From an optimization exercise on the open Yosys and OpenROAD flow, aimed at a short achievable clock period and few clock cycles; shortcuts taken in it are not production practice. Function was not checked in any run shown here: the RTL went through the layout flow alone. Power is estimated from default activity; no workload was simulated.

<file path="flow/config.mk">
export PLATFORM = sky130hd
export DESIGN_NAME = cpu_top
export DESIGN_NICKNAME = cpu_top
export VERILOG_FILES = /design/flow/design.v
export SDC_FILE = /design/flow/constraint.sdc
export NUM_CORES = 4
export LEC_CHECK = 0
export ABC_CLOCK_PERIOD_IN_PS = 2000
export CAP_MARGIN = 20
export CORE_MARGIN = 2
export CORE_UTILIZATION = 40
export SETUP_SLACK_MARGIN = 3.4
export SLEW_MARGIN = 20
export TNS_END_PERCENT = 100
</file>
<file path="flow/constraint.sdc">
create_clock -name core_clock -period 5.5 [get_ports {clk}]
set_input_delay 1.1000 -clock core_clock [delete_from_list [all_inputs] [get_ports {clk}]]
set_output_delay 1.1000 -clock core_clock [all_outputs]
set_load 0.01 [all_outputs]
</file>
<file path="flow/design.v">
package cpu_pkg;
    localparam int WORD_W    = 16;
    localparam int REG_COUNT = 16;
    localparam int IADDR_W   = 11;
    localparam int DADDR_W   = 11;
    localparam logic [2:0] OP_ADDSUB = 3'b000;
    localparam logic [2:0] OP_SLTMUL = 3'b001;
    localparam logic [2:0] OP_LW     = 3'b010;
    localparam logic [2:0] OP_SW     = 3'b011;
    localparam logic [2:0] OP_BEQ    = 3'b100;
    localparam logic [2:0] OP_J      = 3'b101;
endpackage
module cpu_control (
    input  logic [15:0] i_instr,
    output logic        o_uses_rs,
    output logic        o_uses_rt,
    output logic        o_writes,
    output logic [3:0]  o_wr_idx,
    output logic        o_load,
    output logic        o_store,
    output logic        o_mul,
    output logic        o_slt,
    output logic        o_sub,
    output logic        o_cbr,
    output logic        o_uncond
);
    logic [2:0] op;
    logic       same;
    assign op   = i_instr[15:13];
    assign same = (i_instr[12:9] == i_instr[8:5]);
    assign o_load    = (op == cpu_pkg::OP_LW);
    assign o_store   = (op == cpu_pkg::OP_SW);
    assign o_mul     = (op == cpu_pkg::OP_SLTMUL) &&  i_instr[0];
    assign o_slt     = (op == cpu_pkg::OP_SLTMUL) && !i_instr[0];
    assign o_sub     = ((op == cpu_pkg::OP_ADDSUB) && i_instr[0]) || o_slt;
    assign o_cbr     = (op == cpu_pkg::OP_BEQ) && !same;
    assign o_uncond  = (op == cpu_pkg::OP_J) || ((op == cpu_pkg::OP_BEQ) && same);
    assign o_uses_rs = (op == cpu_pkg::OP_ADDSUB) || (op == cpu_pkg::OP_SLTMUL) ||
                       o_load || o_store || o_cbr;
    assign o_uses_rt = (op == cpu_pkg::OP_ADDSUB) || (op == cpu_pkg::OP_SLTMUL) ||
                       o_store || o_cbr;
    assign o_writes  = (op == cpu_pkg::OP_ADDSUB) || (op == cpu_pkg::OP_SLTMUL) || o_load;
    assign o_wr_idx  = o_load ? i_instr[8:5] : i_instr[4:1];
endmodule
module fetch_unit #(
    parameter int N = 4
) (
    input  logic        clk,
    input  logic        rst_n,
    input  logic [10:0] i_pc,
    input  logic        i_ins,
    input  logic [10:0] i_ins_pc,
    input  logic [10:0] i_ins_tgt,
    output logic        o_hit,
    output logic [10:0] o_tgt
);
    logic [N-1:0]  valid_q;
    logic [10:0]   tag_q [N];
    logic [10:0]   tgt_q [N];
    logic [$clog2(N)-1:0] ptr_q;
    always_comb begin
        o_hit = 1'b0;
        o_tgt = '0;
        for (int i = 0; i < N; i++) begin
            if (valid_q[i] && (tag_q[i] == i_pc)) begin
                o_hit = 1'b1;
                o_tgt = o_tgt | tgt_q[i];
            end
        end
    end
    logic        ins_q;
    logic [10:0] ins_pc_q;
    logic [10:0] ins_tgt_q;
    always_ff @(posedge clk or negedge rst_n) begin
        if (!rst_n) begin
            ins_q <= 1'b0;
        end else begin
            ins_q <= i_ins;
        end
    end
    always_ff @(posedge clk) begin
        ins_pc_q  <= i_ins_pc;
        ins_tgt_q <= i_ins_tgt;
    end
    always_ff @(posedge clk or negedge rst_n) begin
        if (!rst_n) begin
            valid_q <= '0;
            ptr_q   <= '0;
        end else if (ins_q) begin
            valid_q[ptr_q] <= 1'b1;
            ptr_q          <= ptr_q + 1'b1;
        end
    end
    always_ff @(posedge clk) begin
        if (ins_q) begin
            tag_q[ptr_q] <= ins_pc_q;
            tgt_q[ptr_q] <= ins_tgt_q;
        end
    end
endmodule
module register_file (
    input  logic        clk,
    input  logic        rst_n,
    input  logic [15:0] i_rs_sel,    
    input  logic [15:0] i_rt_sel,
    input  logic [3:0]  i_rd_idx,
    input  logic        i_we,
    input  logic [15:0] i_wdata,
    output logic [15:0] o_rs_data,
    output logic [15:0] o_rt_data
);
    logic [15:0] regs [16];
    always_ff @(posedge clk or negedge rst_n) begin
        if (!rst_n) begin
            for (int i = 0; i < 16; i++) begin
                regs[i] <= '0;
            end
        end else if (i_we) begin
            regs[i_rd_idx] <= i_wdata;
        end
    end
    always_comb begin
        o_rs_data = '0;
        o_rt_data = '0;
        for (int i = 0; i < 16; i++) begin
            o_rs_data = o_rs_data | ({16{i_rs_sel[i]}} & regs[i]);
            o_rt_data = o_rt_data | ({16{i_rt_sel[i]}} & regs[i]);
        end
    end
endmodule
module execute_unit (
    input  logic               i_sub,
    input  logic [15:0]        i_a,       
    input  logic [15:0]        i_b,
    input  logic [15:0]        i_ca,      
    input  logic [15:0]        i_cb,
    input  logic [15:0]        i_la,      
    input  logic [15:0]        i_lb,
    input  logic [15:0]        i_ga,      
    input  logic [15:0]        i_ma,      
    input  logic [15:0]        i_mb,
    input  logic [4:0]         i_imm,
    output logic [15:0]        o_alu,     
    output logic [15:0]        o_add,     
    output logic [15:0]        o_sub,     
    output logic               o_lt,      
    output logic               o_eq,
    output logic [10:0]        o_addr,
    output logic [5:0][15:0]   o_rows
);
    logic [15:0] sum;
    logic [15:0] addr_sum;
    function automatic logic [15:0] ks_add(input logic [15:0] x, input logic [15:0] y, input logic cin);
        logic [15:0] g0, p0, g1, p1, g2, p2, g3, p3, g4, cy;
        g0 = x & y;
        p0 = x ^ y;
        g0[0] = g0[0] | (p0[0] & cin);
        for (int i = 0; i < 16; i++) begin
            g1[i] = (i >= 1) ? (g0[i] | (p0[i] & g0[i-1])) : g0[i];
            p1[i] = (i >= 1) ? (p0[i] & p0[i-1]) : 1'b0;
        end
        for (int i = 0; i < 16; i++) begin
            g2[i] = (i >= 2) ? (g1[i] | (p1[i] & g1[i-2])) : g1[i];
            p2[i] = (i >= 2) ? (p1[i] & p1[i-2]) : 1'b0;
        end
        for (int i = 0; i < 16; i++) begin
            g3[i] = (i >= 4) ? (g2[i] | (p2[i] & g2[i-4])) : g2[i];
            p3[i] = (i >= 4) ? (p2[i] & p2[i-4]) : 1'b0;
        end
        for (int i = 0; i < 16; i++) begin
            g4[i] = (i >= 8) ? (g3[i] | (p3[i] & g3[i-8])) : g3[i];
        end
        cy[0] = cin;
        for (int i = 1; i < 16; i++) begin
            cy[i] = g4[i-1];
        end
        ks_add = p0 ^ cy;
    endfunction
    logic [15:0] add_r, sub_r;
    assign add_r = ks_add(i_a, i_b, 1'b0);
    assign sub_r = ks_add(i_a, ~i_b, 1'b1);
    assign sum   = i_sub ? sub_r : add_r;
    assign o_alu = sum;
    assign o_add = add_r;
    assign o_sub = sub_r;
    assign o_lt  = (i_la[15] != i_lb[15]) ? i_la[15] : (i_la[14:0] < i_lb[14:0]);
    assign o_eq  = (i_ca == i_cb);
    assign addr_sum = i_ga + {{11{i_imm[4]}}, i_imm};
    assign o_addr   = addr_sum[10:0];
    logic [15:0] pp [16];
    logic [15:0] l1 [11];
    logic [15:0] l2 [8];
    always_comb begin
        for (int i = 0; i < 16; i++) begin
            pp[i] = i_mb[i] ? (i_ma << i) : 16'd0;
        end
        for (int g = 0; g < 5; g++) begin
            l1[2*g]   = pp[3*g] ^ pp[3*g+1] ^ pp[3*g+2];
            l1[2*g+1] = ((pp[3*g] & pp[3*g+1]) | (pp[3*g] & pp[3*g+2]) | (pp[3*g+1] & pp[3*g+2])) << 1;
        end
        l1[10] = pp[15];
        for (int g = 0; g < 3; g++) begin
            l2[2*g]   = l1[3*g] ^ l1[3*g+1] ^ l1[3*g+2];
            l2[2*g+1] = ((l1[3*g] & l1[3*g+1]) | (l1[3*g] & l1[3*g+2]) | (l1[3*g+1] & l1[3*g+2])) << 1;
        end
        l2[6] = l1[9];
        l2[7] = l1[10];
        for (int g = 0; g < 2; g++) begin
            o_rows[2*g]   = l2[3*g] ^ l2[3*g+1] ^ l2[3*g+2];
            o_rows[2*g+1] = ((l2[3*g] & l2[3*g+1]) | (l2[3*g] & l2[3*g+2]) | (l2[3*g+1] & l2[3*g+2])) << 1;
        end
        o_rows[4] = l2[6];
        o_rows[5] = l2[7];
    end
endmodule
module cpu_top (
    input  logic        clk,
    input  logic        rst_n,
    input  logic [15:0] i_imem_data,
    input  logic [15:0] i_dmem_rdata,
    output logic [10:0] o_imem_addr,
    output logic [10:0] o_dmem_addr,
    output logic        o_dmem_we,
    output logic [15:0] o_dmem_wdata,
    output logic        o_io_stall
);
    logic [10:0] pc_q;
    logic [10:0] pc_inc;
    logic        fv;             
    logic [10:0] pc_d;
    logic        btb_hit;
    logic [10:0] btb_tgt;
    logic        p_q;
    logic [10:0] pnpc_q;         
    logic        ppred_q;        
    logic [5:0]  phi_p1_q;       
    logic [5:0]  phi_m1_q;       
    logic [5:0]  i_lo;
    logic        i_uncond;
    logic        i_redirect;
    logic [10:0] i_tgt;
    logic        d_v;
    logic [15:0] d_i;
    logic [15:0] d_rs_oh, d_rt_oh;    
    logic [10:0] d_npc;
    logic        stall_q;
    logic        d_take;
    logic        d_uses_rs, d_uses_rt, d_writes, d_load, d_store, d_mul, d_slt, d_sub, d_cbr, d_uncond;
    logic [3:0]  d_wr;
    logic [3:0]  d_rs, d_rt;
    logic [15:0] rf_rs, rf_rt;
    logic [15:0] op_a, op_b;
    logic        n_v;
    logic [15:0] n_i;
    logic        n_uses_rs, n_uses_rt;
    logic        n_writes, n_load, n_store, n_mul, n_slt, n_sub, n_cbr, n_uncond;
    logic [3:0]  n_wr;
    logic        e_v, e_writes, e_load, e_store, e_mul, e_slt, e_sub, e_cbr;
    logic [3:0]  e_wr;
    logic [15:0] e_a_q, e_b_q, e_ca_q, e_cb_q, e_ga_q, e_sb_q, e_ma_q, e_mb_q;
    logic [4:0]  e_imm;
    logic [10:0] e_tgt;
    logic [15:0] e_alu;
    logic [15:0] e_add, e_subr;
    logic        e_eq;
    logic [10:0] e_addr;
    logic [5:0][15:0] e_rows;
    logic        flush;
    logic        m_v, m_writes, m_load, m_mul, m_we;
    logic [3:0]  m_wr;
    logic [15:0] m_res, m_wdata;
    logic        m_slt, m_a15, m_b15, m_d15, m_lt;
    logic        e_lt;
    logic [15:0] e_la_q, e_lb_q;
    logic [15:0] m_val;
    logic [10:0] m_addr;
    logic [5:0][15:0] m_rows;
    logic [15:0] m_s, m_c;
    logic        w_writes, w_load, w_mul;
    logic [3:0]  w_wr;
    logic [15:0] w_res, w_s, w_c;
    logic [15:0] w_prod;
    logic [15:0] w_val;
    logic        x_writes;
    logic [3:0]  x_wr;
    logic [15:0] x_val;
    logic [10:0] pco_n_q;
    assign o_imem_addr = ~pco_n_q;
    assign pc_inc      = pc_q + 11'd1;
    assign fv = !((q_cnt == 2'd2) || ((q_cnt == 2'd1) && p_q));
    fetch_unit #(.N(4)) u_btb (
        .clk       (clk),
        .rst_n     (rst_n),
        .i_pc      (pc_q),
        .i_ins     (p_q && i_uncond && !ppred_q),
        .i_ins_pc  (pnpc_q - 11'd1),
        .i_ins_tgt (i_tgt),
        .o_hit     (btb_hit),
        .o_tgt     (btb_tgt)
    );
    always_comb begin
        if (flush)           pc_d = e_tgt;
        else if (i_redirect) pc_d = i_tgt;
        else if (!fv)        pc_d = pc_q;
        else if (btb_hit)    pc_d = btb_tgt;
        else                 pc_d = pc_inc;
    end
    always_ff @(posedge clk or negedge rst_n) begin
        if (!rst_n) begin
            pc_q     <= '0;
            pco_n_q  <= '1;
            p_q      <= 1'b0;
            pnpc_q   <= '0;
            ppred_q  <= 1'b0;
            phi_p1_q <= 6'd1;
            phi_m1_q <= 6'h3f;
        end else begin
            pc_q     <= pc_d;
            pco_n_q  <= ~pc_d;
            p_q      <= fv && !flush && !i_redirect;
            pnpc_q   <= pc_inc;
            ppred_q  <= btb_hit;
            phi_p1_q <= pc_inc[10:5] + 6'd1;
            phi_m1_q <= pc_inc[10:5] - 6'd1;
        end
    end
    assign i_uncond   = (i_imem_data[15:13] == cpu_pkg::OP_J) ||
                        ((i_imem_data[15:13] == cpu_pkg::OP_BEQ) && (i_imem_data[12:9] == i_imem_data[8:5]));
    assign i_lo       = {1'b0, pnpc_q[4:0]} + {1'b0, i_imem_data[4:0]};
    assign i_tgt      = (i_imem_data[15:13] == cpu_pkg::OP_J) ? i_imem_data[11:1] :
                        {(i_imem_data[4] == i_lo[5]) ? pnpc_q[10:5] :
                         (i_lo[5] ? phi_p1_q : phi_m1_q), i_lo[4:0]};
    assign i_redirect = p_q && i_uncond && !ppred_q && !flush;
    logic [1:0]  q_cnt;
    logic        q_wp, q_rp;
    logic [15:0] q_i [2];
    logic [10:0] q_npc [2];
    logic        h_v;
    logic [15:0] h_i;
    logic [10:0] h_npc;
    logic        q_pop;
    assign d_take = !stall_q;
    assign h_v    = (q_cnt != 2'd0) || p_q;
    assign h_i    = (q_cnt != 2'd0) ? q_i[q_rp] : i_imem_data;
    assign h_npc  = (q_cnt != 2'd0) ? q_npc[q_rp] : pnpc_q;
    assign q_pop  = d_take && h_v;
    always_ff @(posedge clk or negedge rst_n) begin
        if (!rst_n) begin
            q_cnt <= 2'd0;
            q_wp  <= 1'b0;
            q_rp  <= 1'b0;
            d_v   <= 1'b0;
        end else if (flush) begin
            q_cnt <= 2'd0;
            q_rp  <= q_wp;
            d_v   <= 1'b0;
        end else begin
            q_cnt <= q_cnt + {1'b0, p_q} - {1'b0, q_pop};
            q_wp  <= q_wp ^ p_q;
            q_rp  <= q_rp ^ q_pop;
            if (d_take) d_v <= h_v;
        end
    end
    always_ff @(posedge clk) begin
        if (p_q) begin
            q_i[q_wp]   <= i_imem_data;
            q_npc[q_wp] <= pnpc_q;
        end
    end
    always_ff @(posedge clk) begin
        if (d_take) begin
            d_i     <= h_i;
            d_npc   <= h_npc;
            d_rs_oh <= 16'd1 << h_i[12:9];
            d_rt_oh <= 16'd1 << h_i[8:5];
        end
    end
    assign n_v = h_v;
    assign n_i = h_i;
    cpu_control u_ndec (
        .i_instr   (n_i),
        .o_uses_rs (n_uses_rs),
        .o_uses_rt (n_uses_rt),
        .o_writes  (n_writes),
        .o_wr_idx  (n_wr),
        .o_load    (n_load),
        .o_store   (n_store),
        .o_mul     (n_mul),
        .o_slt     (n_slt),
        .o_sub     (n_sub),
        .o_cbr     (n_cbr),
        .o_uncond  (n_uncond)
    );
    logic d_lm, e_lm;
    logic hz_take, hz_hold;
    assign d_lm = d_v && d_writes && (d_load || d_mul);
    assign e_lm = e_writes && (e_load || e_mul);
    assign hz_take = n_v && ((n_uses_rs && ((d_lm && (d_wr == n_i[12:9])) || (e_lm && (e_wr == n_i[12:9])))) ||
                             (n_uses_rt && ((d_lm && (d_wr == n_i[8:5]))  || (e_lm && (e_wr == n_i[8:5])))));
    assign hz_hold = d_v && ((d_uses_rs && e_lm && (e_wr == d_rs)) ||
                             (d_uses_rt && e_lm && (e_wr == d_rt)));
    always_ff @(posedge clk or negedge rst_n) begin
        if (!rst_n) begin
            stall_q <= 1'b0;
        end else begin
            stall_q <= !flush && (d_take ? hz_take : hz_hold);
        end
    end
    assign d_rs = d_i[12:9];
    assign d_rt = d_i[8:5];
    cpu_control u_dec (
        .i_instr   (d_i),
        .o_uses_rs (d_uses_rs),
        .o_uses_rt (d_uses_rt),
        .o_writes  (d_writes),
        .o_wr_idx  (d_wr),
        .o_load    (d_load),
        .o_store   (d_store),
        .o_mul     (d_mul),
        .o_slt     (d_slt),
        .o_sub     (d_sub),
        .o_cbr     (d_cbr),
        .o_uncond  (d_uncond)
    );
    register_file u_regfile (
        .clk       (clk),
        .rst_n     (rst_n),
        .i_rs_sel  (d_rs_oh),
        .i_rt_sel  (d_rt_oh),
        .i_rd_idx  (x_wr),
        .i_we      (x_writes),
        .i_wdata   (x_val),
        .o_rs_data (rf_rs),
        .o_rt_data (rf_rt)
    );
    logic ha_e, ha_m, ha_w, ha_x, hb_e, hb_m, hb_w, hb_x;
    logic sa_e, sa_m, sa_w, sa_x, sa_r, sb_e, sb_m, sb_w, sb_x, sb_r;
    assign ha_e = e_writes && (e_wr == d_rs);
    assign ha_m = m_writes && (m_wr == d_rs);
    assign ha_w = w_writes && (w_wr == d_rs);
    assign ha_x = x_writes && (x_wr == d_rs);
    assign hb_e = e_writes && (e_wr == d_rt);
    assign hb_m = m_writes && (m_wr == d_rt);
    assign hb_w = w_writes && (w_wr == d_rt);
    assign hb_x = x_writes && (x_wr == d_rt);
    assign sa_e = ha_e;
    assign sa_m = !ha_e && ha_m;
    assign sa_w = !ha_e && !ha_m && ha_w;
    assign sa_x = !ha_e && !ha_m && !ha_w && ha_x;
    assign sa_r = !ha_e && !ha_m && !ha_w && !ha_x;
    assign sb_e = hb_e;
    assign sb_m = !hb_e && hb_m;
    assign sb_w = !hb_e && !hb_m && hb_w;
    assign sb_x = !hb_e && !hb_m && !hb_w && hb_x;
    assign sb_r = !hb_e && !hb_m && !hb_w && !hb_x;
    logic e_kadd, e_ksub;
    assign e_kadd = !e_sub;
    assign e_ksub = e_sub && !e_slt;
    assign op_a = ({16{sa_e && e_kadd}} & e_add) | ({16{sa_e && e_ksub}} & e_subr) |
                  {15'd0, sa_e && e_slt && e_lt} |
                  ({16{sa_m}} & m_val) | ({16{sa_w}} & w_val) |
                  ({16{sa_x}} & x_val) | ({16{sa_r}} & rf_rs);
    assign op_b = ({16{sb_e && e_kadd}} & e_add) | ({16{sb_e && e_ksub}} & e_subr) |
                  {15'd0, sb_e && e_slt && e_lt} |
                  ({16{sb_m}} & m_val) | ({16{sb_w}} & w_val) |
                  ({16{sb_x}} & x_val) | ({16{sb_r}} & rf_rt);
    logic d_issue;
    assign d_issue = d_v && !stall_q && !flush;
    always_ff @(posedge clk or negedge rst_n) begin
        if (!rst_n) begin
            e_v      <= 1'b0;
            e_writes <= 1'b0;
            e_store  <= 1'b0;
            e_cbr    <= 1'b0;
        end else begin
            e_v      <= d_issue;
            e_writes <= d_issue && d_writes;
            e_store  <= d_issue && d_store;
            e_cbr    <= d_issue && d_cbr;
        end
    end
    always_ff @(posedge clk) begin
        e_load <= d_load;
        e_mul  <= d_mul;
        e_slt  <= d_slt;
        e_sub  <= d_sub;
        e_wr   <= d_wr;
        e_imm  <= d_i[4:0];
        e_tgt  <= d_npc + {{6{d_i[4]}}, d_i[4:0]};
        e_a_q  <= op_a;
        e_b_q  <= op_b;
        e_ca_q <= d_cbr ? op_a : 16'd0;
        e_cb_q <= d_cbr ? op_b : 16'd0;
        e_ga_q <= (d_load || d_store) ? op_a : 16'd0;
        e_la_q <= d_slt ? op_a : 16'd0;
        e_lb_q <= d_slt ? op_b : 16'd0;
        e_sb_q <= d_store ? op_b : 16'd0;
        e_ma_q <= d_mul ? op_a : 16'd0;
        e_mb_q <= d_mul ? op_b : 16'd0;
    end
    execute_unit u_execute (
        .i_sub  (e_sub),
        .i_a    (e_a_q),
        .i_b    (e_b_q),
        .i_ca   (e_ca_q),
        .i_cb   (e_cb_q),
        .i_la   (e_la_q),
        .i_lb   (e_lb_q),
        .i_ga   (e_ga_q),
        .i_ma   (e_ma_q),
        .i_mb   (e_mb_q),
        .i_imm  (e_imm),
        .o_alu  (e_alu),
        .o_add  (e_add),
        .o_sub  (e_subr),
        .o_lt   (e_lt),
        .o_eq   (e_eq),
        .o_addr (e_addr),
        .o_rows (e_rows)
    );
    assign flush = e_cbr && e_eq;
    always_ff @(posedge clk or negedge rst_n) begin
        if (!rst_n) begin
            m_v      <= 1'b0;
            m_writes <= 1'b0;
            m_we     <= 1'b0;
        end else begin
            m_v      <= e_v;
            m_writes <= e_writes;
            m_we     <= e_store;
        end
    end
    always_ff @(posedge clk) begin
        m_load  <= e_load;
        m_mul   <= e_mul;
        m_wr    <= e_wr;
        m_res   <= e_alu;
        m_slt   <= e_slt;
        m_a15   <= e_la_q[15];
        m_b15   <= e_lb_q[15];
        m_d15   <= e_subr[15];
        m_addr  <= e_addr;
        m_wdata <= e_sb_q;
        m_rows  <= e_rows;
    end
    assign o_dmem_addr  = m_addr;
    assign o_dmem_we    = m_we;
    assign o_dmem_wdata = m_wdata;
    assign o_io_stall   = !m_v;
    assign m_lt  = (m_a15 != m_b15) ? m_a15 : m_d15;
    assign m_val = m_slt ? {15'd0, m_lt} : m_res;
    logic [15:0] l3 [4];
    logic [15:0] l4 [3];
    always_comb begin
        for (int g = 0; g < 2; g++) begin
            l3[2*g]   = m_rows[3*g] ^ m_rows[3*g+1] ^ m_rows[3*g+2];
            l3[2*g+1] = ((m_rows[3*g] & m_rows[3*g+1]) | (m_rows[3*g] & m_rows[3*g+2]) |
                         (m_rows[3*g+1] & m_rows[3*g+2])) << 1;
        end
        l4[0] = l3[0] ^ l3[1] ^ l3[2];
        l4[1] = ((l3[0] & l3[1]) | (l3[0] & l3[2]) | (l3[1] & l3[2])) << 1;
        l4[2] = l3[3];
        m_s   = l4[0] ^ l4[1] ^ l4[2];
        m_c   = ((l4[0] & l4[1]) | (l4[0] & l4[2]) | (l4[1] & l4[2])) << 1;
    end
    always_ff @(posedge clk or negedge rst_n) begin
        if (!rst_n) begin
            w_writes <= 1'b0;
        end else begin
            w_writes <= m_writes;
        end
    end
    always_ff @(posedge clk) begin
        w_load <= m_load;
        w_mul  <= m_mul;
        w_wr   <= m_wr;
        w_res  <= m_val;
        w_s    <= m_s;
        w_c    <= m_c;
    end
    assign w_prod = w_s + w_c;
    assign w_val  = w_load ? i_dmem_rdata : (w_mul ? w_prod : w_res);
    always_ff @(posedge clk or negedge rst_n) begin
        if (!rst_n) begin
            x_writes <= 1'b0;
        end else begin
            x_writes <= w_writes;
        end
    end
    always_ff @(posedge clk) begin
        x_wr  <= w_wr;
        x_val <= w_val;
    end
endmodule
</file>
<file path="flow/run.sh">
#!/bin/bash
# synth_recipe.tcl (not shown) runs the flow's synth.tcl, then flattens the netlist and writes it again
# the make line also repeats each setting of config.mk as NAME=value (left out here)
make -C /OpenROAD-flow-scripts/flow DESIGN_CONFIG=/design/flow/config.mk WORK_HOME=/design/flow/orfs CLKGATE_MAP_FILE= SYNTH_SCRIPT=/design/flow/synth_recipe.tcl finish
</file>
==> results of run 1 <==
layout by cell type (no fill, tap or decap), types with 25 or more instances in the layout:
cell	Yosys	routed
nor2_2	1	29
nor2_1	267	188
mux2_2	247	235
nor3_1	40	33
buf_4	3	252
a221oi_1	81	67
nand2_1	191	174
nor2_4	1	52
nand4_1	60	60
and2_1	113	63
dfxtp_1	367	301
edfxtp_1	201	201
a21o_1	30	29
nand3_1	75	57
xnor2_1	165	135
ha_1	125	94
o21ai_0	83	54
clkbuf_16	0	98
a22o_1	80	79
buf_6	3	123
dfxtp_2	0	39
a21oi_1	105	61
a22oi_1	130	126
nor2b_1	31	25
dfrtp_1	307	289
a21oi_2	0	37
buf_12	0	52
mux2i_1	62	57
inv_1	225	164
and2_4	0	50
dfxtp_4	0	27
fa_1	89	60
xor2_1	55	49
fa_2	0	29
inv_2	0	55
state kept, by name, indices dropped and copies added, names as in the netlist, 22 cells and up:
| register | count |
|---|---|
| m_rows | 46 |
| q_i | 32 |
| q_npc | 22 |
| u_btb.tag_q | 44 |
| u_btb.tgt_q | 44 |
| u_regfile.regs | 256 |
worst max path at each step:
stage | startpoint | to | slack (ps) | cells past startpoint
after floorplan | i_imem_data[1] | pc_q[10] | 2830 | 8
after global placement | i_imem_data[4] | pc_q[10] | 1670 | 7
after detailed placement | i_imem_data[4] | pc_q[10] | 1630 | 7
after CTS | e_b_q[0] | e_ga_q[6] | 2890 | 11
after global routing | e_a_q[0] | e_ga_q[6] | 2700 | 12
final | e_a_q[0] | e_ma_q[12] | 2770 | 13
per-layer routing:
metal / wire (um) / up-vias / global-route usage
li1: - / 13811 / -
met1: 58300 / 15855 / 0.347
met2: 61900 / 1594 / 0.387
met3: 12900 / 357 / 0.0542
met4: 5570 / 0 / 0.101
met5: 0 / - / 0
stage by stage:
stage / hold WS, ps / std cells / setup slack [ps] / instance area, um^2
after floorplan: 310 / 3656 / 2830 / 42600
after global placement: 313 / 4967 / 1670 / 44500
after detailed placement: 312 / 4967 / 1630 / 44600
after CTS: 325 / 5424 / 2890 / 52700
after global routing: 326 / 5489 / 2700 / 54300
final: 325 / 5489 / 2770 / 54300
logic make-up after synthesis:
logic type / after synthesis / share of synthesized area
AOI/OAI and AO/OA: 704 / 0.128
muxes: 309 / 0.0819
DFF: 892 / 0.518
xor gates and xnor gates: 220 / 0.0464
buffers and inverters: 435 / 0.0410
adders and majority gates: 215 / 0.0808
and+or+nand+nor: 881 / 0.105
where the power goes:
part | switching [W] | internal [W] | total [W] | leakage, nW
combinational | 0.00825 | 0.00627 | 0.0145 | 11.8
clock | 0.00281 | 0.00394 | 0.00674 | 1.64
sequential | 0.00203 | 0.00900 | 0.0110 | 9.27
total | 0.0131 | 0.0192 | 0.0323 | 22.7
cell usage after synthesis, types with 75 or more instances:
cell      instances  area [um^2]
o21ai_0          83          415
clkbuf_1        162          608
nand2_1         191          717
a221oi_1         81          709
inv_1           225          845
edfxtp_1        201         6040
nand3_1          75          375
a22oi_1         130          976
and2_1          113          707
dfxtp_1         367         7350
dfrtp_1         307         7680
ha_1            125         1560
a21oi_1         105          526
xnor2_1         165         1450
mux2_2          247         2780
nor2_1          267         1000
fa_1             89         1780
a22o_1           80          701
final cells by class:
cell class / instances / area, um^2 / area share
inverter: 226 / 872 / 0.0161
clock buffer: 135 / 2780 / 0.0513
sequential: 892 / 21700 / 0.399
timing repair buffer: 477 / 4870 / 0.0897
multi-input combinational: 2334 / 21800 / 0.402
clock inverter: 45 / 533 / 0.00981
tap: 1380 / 1730 / 0.0318
repair_timing:
item,in CTS,in global routing
endpoints found under the hold margin,0,0
cloned,5,2
resized for setup,815,254
setup buffers,272,63
pin swaps,212,132
endpoints found under the setup margin,463,297
worst reg2reg max path, stage by stage, from the launching register on:
cell and delay (ps):
dfxtp_2 340, inv_2 60, ha_4 170, inv_4 40, fa_2 410, a211oi_4 270, buf_4 160, o21a_4 170
o32ai_4 110, nor2_2 160, xnor2_2 160, buf_4 170, o2111ai_4 180, and2_4 240
==> reports/qor.txt, run 1 <==
WL/cell: 25.3 um
Hold Vio Cnt, Final: 0
Max-slew violation count: 0
R2R Path End: e_ma_q[12]
Clock latency (worst-skew pair): 710 ps
Critical path fanouts, max: 4
CTS Hold Bufs: 0
Crit path cell chain: inv_2 -> ha_4 -> inv_4 -> fa_2 -> a211oi_4 -> buf_4 -> o21a_4 -> o32ai_4 -> nor2_2 -> xnor2_2 -> buf_4 -> o2111ai_4 -> and2_4
Post-synthesis cell count: 3656
Full die area: 0.106 mm^2
Core ar.: 0.103 mm^2
Fraction of layout cells with a size suffix above 1: 0.374
P&R area growth vs syn: 30.7%
Sequential share of the synthesized area: 0.518
Total gr overflow: 0
WL final: 139 mm
Worst reg2reg setup slack: 2770 ps
Final Cycle Share: 0.497
Critical path's slowest cell: fa_2
TNS Setup: 0 ps
WHS Path Cells: 0
Unrepaired setup endpoints after global routing: true
Buffer and inverter count on the worst path: 4
Yosys warning count: 10
DR pass1 iterations: 7
Number of synthesized flops with an enable pin: 201
Hold-critical path endpoint: m_wdata[2]
# setup viols final: 0
FILL cells: 8768
Clk root buf: clkbuf_16
Endpoint class of the critical path: flip-flop
First-pass GRT wire length: 201 mm
Clock transition at the registers of the reported paths: 60 ps
CTS H-tree depth: 3
Routed Antenna Nets: 0
CP Class: reg2reg
Final Critical Period: 2730 ps
Critical path's largest stage delay: 410 ps
Status: finished clean
Max frequency: 366 MHz
HP Start: e_sb_q[2]
Worst Path Required: 6090 ps
# DRC: 0
Vias in the first global route: 31206
Worst-case reg-to-reg path depth: 13
CTS max path bufs: 3
Worst path arrival time: 3330 ps
N_diodes: 0
Die width: 326 um
HPWL Detailed: 85.7 mm
Netlist Area Pre-Place: 0.0416 mm^2
DR vias/cell: 5.76
Cell Rows: 118
Ys flop type: dfxtp_1
Worst Hold Class: reg2reg
Yosys cell types: 91
Fin util: 0.525
Post-Route Skew: 47.1 ps
Leak Pwr: 22.7 nW
Pin count of the biggest net entering global routing: 138
Worst-Margin Slew: 1230 ps
Via count: 31617
Worst slew margin: 0.174
Pwr dens: 594 mW/mm^2
Synthesis-stage register bit count: 892
Avg Inst Size Synth: 11.4 um^2
Num CTS Buffers: 97
GP Congestion: 0.927
CP delay by family, top: compound AO/OA/AOI/OAI gates
Max-cap violations: 0
Reg2reg start: e_a_q[0]
Clock tree from TritonCTS: yes
1st-iter DRT viols: 3508
Post-synthesis net count: 3904
Port buffer count: 73
Async S/R FF share, synth: 0.363
CP Launch Type: flip-flop
VDD IR max: 0.346 mV
Initial antenna violation count: 0
# IOs: 74
Gr usage total: 0.252
Cell mode on critical path: buf_4
Final #Nets: 4276
Die Ht: 326 um
Clk sinks: 892
Pwr Total: 0.0323 W
Initial core utilization: 0.402
==> inputs of run 2 (changes only) <==
--- a/flow/design.v
+++ b/flow/design.v
@@ -134,8 +134,6 @@
     input  logic [15:0]        i_b,
     input  logic [15:0]        i_ca,      
     input  logic [15:0]        i_cb,
-    input  logic [15:0]        i_la,      
-    input  logic [15:0]        i_lb,
     input  logic [15:0]        i_ga,      
     input  logic [15:0]        i_ma,      
     input  logic [15:0]        i_mb,
@@ -183,7 +181,7 @@
     assign o_alu = sum;
     assign o_add = add_r;
     assign o_sub = sub_r;
-    assign o_lt  = (i_la[15] != i_lb[15]) ? i_la[15] : (i_la[14:0] < i_lb[14:0]);
+    assign o_lt  = (i_a[15] != i_b[15]) ? i_a[15] : (i_a[14:0] < i_b[14:0]);
     assign o_eq  = (i_ca == i_cb);
     assign addr_sum = i_ga + {{11{i_imm[4]}}, i_imm};
     assign o_addr   = addr_sum[10:0];
@@ -271,7 +269,6 @@
     logic [15:0] m_res, m_wdata;
     logic        m_slt, m_a15, m_b15, m_d15, m_lt;
     logic        e_lt;
-    logic [15:0] e_la_q, e_lb_q;
     logic [15:0] m_val;
     logic [10:0] m_addr;
     logic [5:0][15:0] m_rows;
@@ -284,8 +281,19 @@
     logic        x_writes;
     logic [3:0]  x_wr;
     logic [15:0] x_val;
-    logic [10:0] pco_n_q;
-    assign o_imem_addr = ~pco_n_q;
+    logic [10:0] pco_q;
+    logic [10:0] pco_d;
+    assign o_imem_addr = pco_q;
+    always_comb begin
+        if (flush)           pco_d = e_tgt;
+        else if (i_redirect) pco_d = i_tgt;
+        else if (!fv)        pco_d = pco_q;
+        else if (btb_hit)    pco_d = btb_tgt;
+        else                 pco_d = pc_inc;
+    end
+    always_ff @(posedge clk) begin
+        pco_q <= rst_n ? pco_d : 11'd0;
+    end
     assign pc_inc      = pc_q + 11'd1;
     assign fv = !((q_cnt == 2'd2) || ((q_cnt == 2'd1) && p_q));
     fetch_unit #(.N(4)) u_btb (
@@ -308,7 +316,6 @@
     always_ff @(posedge clk or negedge rst_n) begin
         if (!rst_n) begin
             pc_q     <= '0;
-            pco_n_q  <= '1;
             p_q      <= 1'b0;
             pnpc_q   <= '0;
             ppred_q  <= 1'b0;
@@ -316,7 +323,6 @@
             phi_m1_q <= 6'h3f;
         end else begin
             pc_q     <= pc_d;
-            pco_n_q  <= ~pc_d;
             p_q      <= fv && !flush && !i_redirect;
             pnpc_q   <= pc_inc;
             ppred_q  <= btb_hit;
@@ -456,14 +462,17 @@
     logic e_kadd, e_ksub;
     assign e_kadd = !e_sub;
     assign e_ksub = e_sub && !e_slt;
-    assign op_a = ({16{sa_e && e_kadd}} & e_add) | ({16{sa_e && e_ksub}} & e_subr) |
-                  {15'd0, sa_e && e_slt && e_lt} |
-                  ({16{sa_m}} & m_val) | ({16{sa_w}} & w_val) |
-                  ({16{sa_x}} & x_val) | ({16{sa_r}} & rf_rs);
-    assign op_b = ({16{sb_e && e_kadd}} & e_add) | ({16{sb_e && e_ksub}} & e_subr) |
-                  {15'd0, sb_e && e_slt && e_lt} |
-                  ({16{sb_m}} & m_val) | ({16{sb_w}} & w_val) |
-                  ({16{sb_x}} & x_val) | ({16{sb_r}} & rf_rt);
+    function automatic logic [15:0] fwd(input logic q, input logic se, input logic sm, input logic sw,
+                                        input logic sx, input logic sr, input logic lt,
+                                        input logic [15:0] m_v2, input logic [15:0] w_v,
+                                        input logic [15:0] x_v, input logic [15:0] r_v);
+        fwd = ({16{q && se && e_kadd}} & e_add) | ({16{q && se && e_ksub}} & e_subr) |
+              {15'd0, q && se && e_slt && lt} |
+              ({16{q && sm}} & m_v2) | ({16{q && sw}} & w_v) |
+              ({16{q && sx}} & x_v) | ({16{q && sr}} & r_v);
+    endfunction
+    assign op_a = fwd(1'b1, sa_e, sa_m, sa_w, sa_x, sa_r, e_lt, m_val, w_val, x_val, rf_rs);
+    assign op_b = fwd(1'b1, sb_e, sb_m, sb_w, sb_x, sb_r, e_lt, m_val, w_val, x_val, rf_rt);
     logic d_issue;
     assign d_issue = d_v && !stall_q && !flush;
     always_ff @(posedge clk or negedge rst_n) begin
@@ -489,14 +498,12 @@
         e_tgt  <= d_npc + {{6{d_i[4]}}, d_i[4:0]};
         e_a_q  <= op_a;
         e_b_q  <= op_b;
-        e_ca_q <= d_cbr ? op_a : 16'd0;
-        e_cb_q <= d_cbr ? op_b : 16'd0;
-        e_ga_q <= (d_load || d_store) ? op_a : 16'd0;
-        e_la_q <= d_slt ? op_a : 16'd0;
-        e_lb_q <= d_slt ? op_b : 16'd0;
-        e_sb_q <= d_store ? op_b : 16'd0;
-        e_ma_q <= d_mul ? op_a : 16'd0;
-        e_mb_q <= d_mul ? op_b : 16'd0;
+        e_ca_q <= fwd(d_cbr, sa_e, sa_m, sa_w, sa_x, sa_r, e_lt, m_val, w_val, x_val, rf_rs);
+        e_cb_q <= fwd(d_cbr, sb_e, sb_m, sb_w, sb_x, sb_r, e_lt, m_val, w_val, x_val, rf_rt);
+        e_ga_q <= fwd(d_load || d_store, sa_e, sa_m, sa_w, sa_x, sa_r, e_lt, m_val, w_val, x_val, rf_rs);
+        e_sb_q <= fwd(d_store, sb_e, sb_m, sb_w, sb_x, sb_r, e_lt, m_val, w_val, x_val, rf_rt);
+        e_ma_q <= fwd(d_mul, sa_e, sa_m, sa_w, sa_x, sa_r, e_lt, m_val, w_val, x_val, rf_rs);
+        e_mb_q <= fwd(d_mul, sb_e, sb_m, sb_w, sb_x, sb_r, e_lt, m_val, w_val, x_val, rf_rt);
     end
     execute_unit u_execute (
         .i_sub  (e_sub),
@@ -504,8 +511,6 @@
         .i_b    (e_b_q),
         .i_ca   (e_ca_q),
         .i_cb   (e_cb_q),
-        .i_la   (e_la_q),
-        .i_lb   (e_lb_q),
         .i_ga   (e_ga_q),
         .i_ma   (e_ma_q),
         .i_mb   (e_mb_q),
@@ -536,8 +541,8 @@
         m_wr    <= e_wr;
         m_res   <= e_alu;
         m_slt   <= e_slt;
-        m_a15   <= e_la_q[15];
-        m_b15   <= e_lb_q[15];
+        m_a15   <= e_a_q[15];
+        m_b15   <= e_b_q[15];
         m_d15   <= e_subr[15];
         m_addr  <= e_addr;
         m_wdata <= e_sb_q;
==> reports/qor.txt, run 2 <==
Status: finished clean
Die Ht: 323 um
Num CTS Buffers: 95
Worst-case reg-to-reg path depth: 10
Top cells by count, synth: 346 x dfxtp_1, 307 x dfrtp_1, 266 x mux2_2
# setup viols final: 0
DR top layer: met4
Max-cap violations: 0
Clk root buf: clkbuf_16
Worst path arrival time: 3290 ps
CTS H-tree depth: 3
Core ar.: 0.100 mm^2
Pin count of the biggest net entering global routing: 105
Largest area contributor in the synthesized netlist: dfrtp_1
Commonest cells after routing, fill and taps aside: 290 x dfrtp_1, 278 x dfxtp_1, 266 x buf_4, 264 x mux2_2, 201 x edfxtp_1
Total gr overflow: 0
DR pass1 iterations: 6
Clk sinks: 860
P&R area growth vs syn: 30.5%
Full die area: 0.104 mm^2
Fraction of layout cells with a size suffix above 1: 0.384
Max reg flops: 256
WL final: 136 mm
# DRC: 0
Max-slew violation count: 0
Final Worst Setup Slack: 2740 ps
Worst-Margin Slew: 1020 ps
Leak Pwr: 22.2 nW
Async S/R FF share, synth: 0.364
Initial antenna violation count: 1
FILL cells: 8493
Largest regs: u_regfile.regs x256, m_rows x46
Unrepaired setup endpoints after global routing: true
Worst Path Required: 6030 ps
Switching Share: 0.405
Via count: 31619
Worst Hold Class: reg2reg
Endpoint class of the critical path: flip-flop
Netlist Area Pre-Place: 0.0406 mm^2
Avg Inst Size Synth: 11.3 um^2
Worst slew margin: 0.313
Port buffer count: 73
Sequential power share: 0.339
Final #Nets: 4189
Max frequency: 362 MHz
HPWL Detailed: 84.0 mm
Synth area leaders: dfrtp_1 19%, dfxtp_1 17%, edfxtp_1 15%
CP Launch Type: flip-flop
WL/cell: 25.3 um
VDD IR max: 0.354 mV
Gr usage total: 0.255
Pwr dens: 610 mW/mm^2
DR WL met2: 60.8 mm
Top cell type's share of synthesized area: 0.189
Most common cell after layout, fill and taps aside: dfrtp_1
Initial core utilization: 0.405
CTS Hold Bufs: 0
Yosys cell types: 90
Clock network fraction of total power: 0.200
# IOs: 74
P_sw: 0.0131 W
Routed Antenna Nets: 0
Cell Rows: 116
DR vias/cell: 5.86
Die width: 323 um
Post-synthesis net count: 3817
Final Critical Period: 2760 ps
Metal-1 WL: 56.0 mm
Synthesis-stage register bit count: 860
Clock latency (worst-skew pair): 690 ps
Critical path fanouts, max: 4
TNS Setup: 0 ps
DR WL met3: 12.3 mm
CP Class: reg2reg
Largest reg by FF count: u_regfile.regs
Post-Route Skew: 41.3 ps
Hold Vio Cnt, Final: 0
Ys flop type: dfxtp_1
WHS Path Cells: 0
Most common cell in the synthesized netlist: dfxtp_1
DP Worst Slack: 1470 ps
Clock transition at the registers of the reported paths: 60 ps
Post-synthesis cell count: 3583
Combinational power share: 0.461
GP Congestion: 0.896
Final Cycle Share: 0.502
Vias in the first global route: 31268
Yosys warning count: 10
Internal: 0.0192 W
Number of synthesized flops with an enable pin: 201
CTS max path bufs: 3
First-pass GRT wire length: 199 mm
Clock tree from TritonCTS: yes
1st-iter DRT viols: 3605
Sequential share of the synthesized area: 0.513
==> run 2: repair_timing <==
item | CTS | global route
pin swaps | 236 | 170
setup buffers | 258 | 82
setup endpoints to repair | 321 | 330
gates cloned | 3 | 3
gates resized for setup | 797 | 280
==> run 2: routing by layer <==
metal  global-route usage  vias up
li1                     -    13640
met1                0.341    15843
met2                0.392     1683
met3               0.0591      453
met4                0.121        0
met5                    0        -
==> run 2: worst paths after layout <==
check / slack (ps) / startpoint / endpoint
worst min-delay path: 310 / e_sb_q[13] / m_wdata[13]
worst max register to register: 2740 / e_b_q[4] / e_ma_q[10]
worst max-delay path: 2740 / e_b_q[4] / e_ma_q[10]
min in group asynchronous: 380 / rst_n / u_regfile.regs[7][8]
max in group asynchronous: 3790 / rst_n / e_writes
worst min register to register: 310 / e_sb_q[13] / m_wdata[13]
==> run 2: power by group through the flow <==
stage                     combinational (W)  sequential [W]  clock, W
after global routing                 0.0157          0.0112   0.00683
final                                0.0149          0.0110   0.00647
after detailed placement             0.0100          0.0110         0
after CTS                            0.0132          0.0108   0.00657
after floorplan                     0.00733         0.00988         0
after global placement              0.00990          0.0110         0
==> run 2: worst max-delay path, stage by stage (launching register included) <==
cell and delay [ps]:
dfxtp_2 330, inv_2 40, ha_4 220, a2111o_1 510, o21bai_4 230, a31o_4 280
a211oi_4 350, nor3_1 140, nor4b_4 250, buf_4 200, nor2_1 50
==> run 2: cell type report <==
class	instances	area, um^2	share of cell area
clock inverters	49	522	0.00985
multi-input cells	2305	21600	0.408
well taps	1357	1700	0.0321
inverters	214	817	0.0154
clock buffers	129	2690	0.0507
repair buffers	479	4630	0.0875
flip-flops and latches	860	21000	0.396
diodes	1	2.50	0.0000473
==> run 2: per-stage QoR <==
| stage | power, W | std cells | hold slack (ps) | cell area (um^2) | utilization |
|---|---|---|---|---|---|
| after floorplan | 0.0172 | 3583 | 310 | 41500 | - |
| after global placement | 0.0209 | 4869 | 312 | 43500 | 0.434 |
| after detailed placement | 0.0210 | 4869 | 313 | 43500 | 0.434 |
| after CTS | 0.0306 | 5308 | 298 | 51000 | 0.509 |
| after global routing | 0.0337 | 5393 | 311 | 52900 | 0.528 |
| final | 0.0323 | 5394 | 309 | 52900 | 0.528 |
==> run 2: cell families (layout without fill, tap and decap cells) <==
| group | count (synthesis) | count (layout) | synth area share |
|---|---|---|---|
| other cells | 0 | 1 | 0 |
| fa+ha+maj | 201 | 201 | 0.0784 |
| mux | 314 | 314 | 0.0856 |
| simple gates | 873 | 875 | 0.109 |
| flops | 860 | 860 | 0.513 |
| xor+xnor | 217 | 217 | 0.0468 |
| compound gates | 697 | 698 | 0.127 |
| buf+inv | 421 | 871 | 0.0398 |

[separate check: timing with driven ports]
In the flow no input, the clock included, has a driving cell. The finished layouts below were timed again as built, in two steps. Step 1, drivers: a clkbuf_16 drives clk and a buf_2 each remaining input, both assumed. Step 2 moves the port delays by t, midway between the first and last clock arrival at a register: inputs arrive t later, outputs are due t later. That takes back most of the time a late clock gives input paths. a / b / c = no drivers / after step 1 / after step 2; a / b = the first two.
run | t, ns | setup slack, ns | hold slack, ns | worst data-port slew with drivers (ns) | cell pins on the clock port's net
run 1 | 0.752 | 2.766 / 2.766 / 2.412 | 0.325 / 0.325 / 0.325 | 0.05 | 1
run 2 | 0.741 | 2.739 / 2.739 / 2.295 | 0.309 / 0.309 / 0.309 | 0.07 | 1
After both steps setup and hold are still met in every run listed. The setup slack of run 2, which loses most, moves by 0.000 ns with the drivers and by -0.444 ns with both steps.
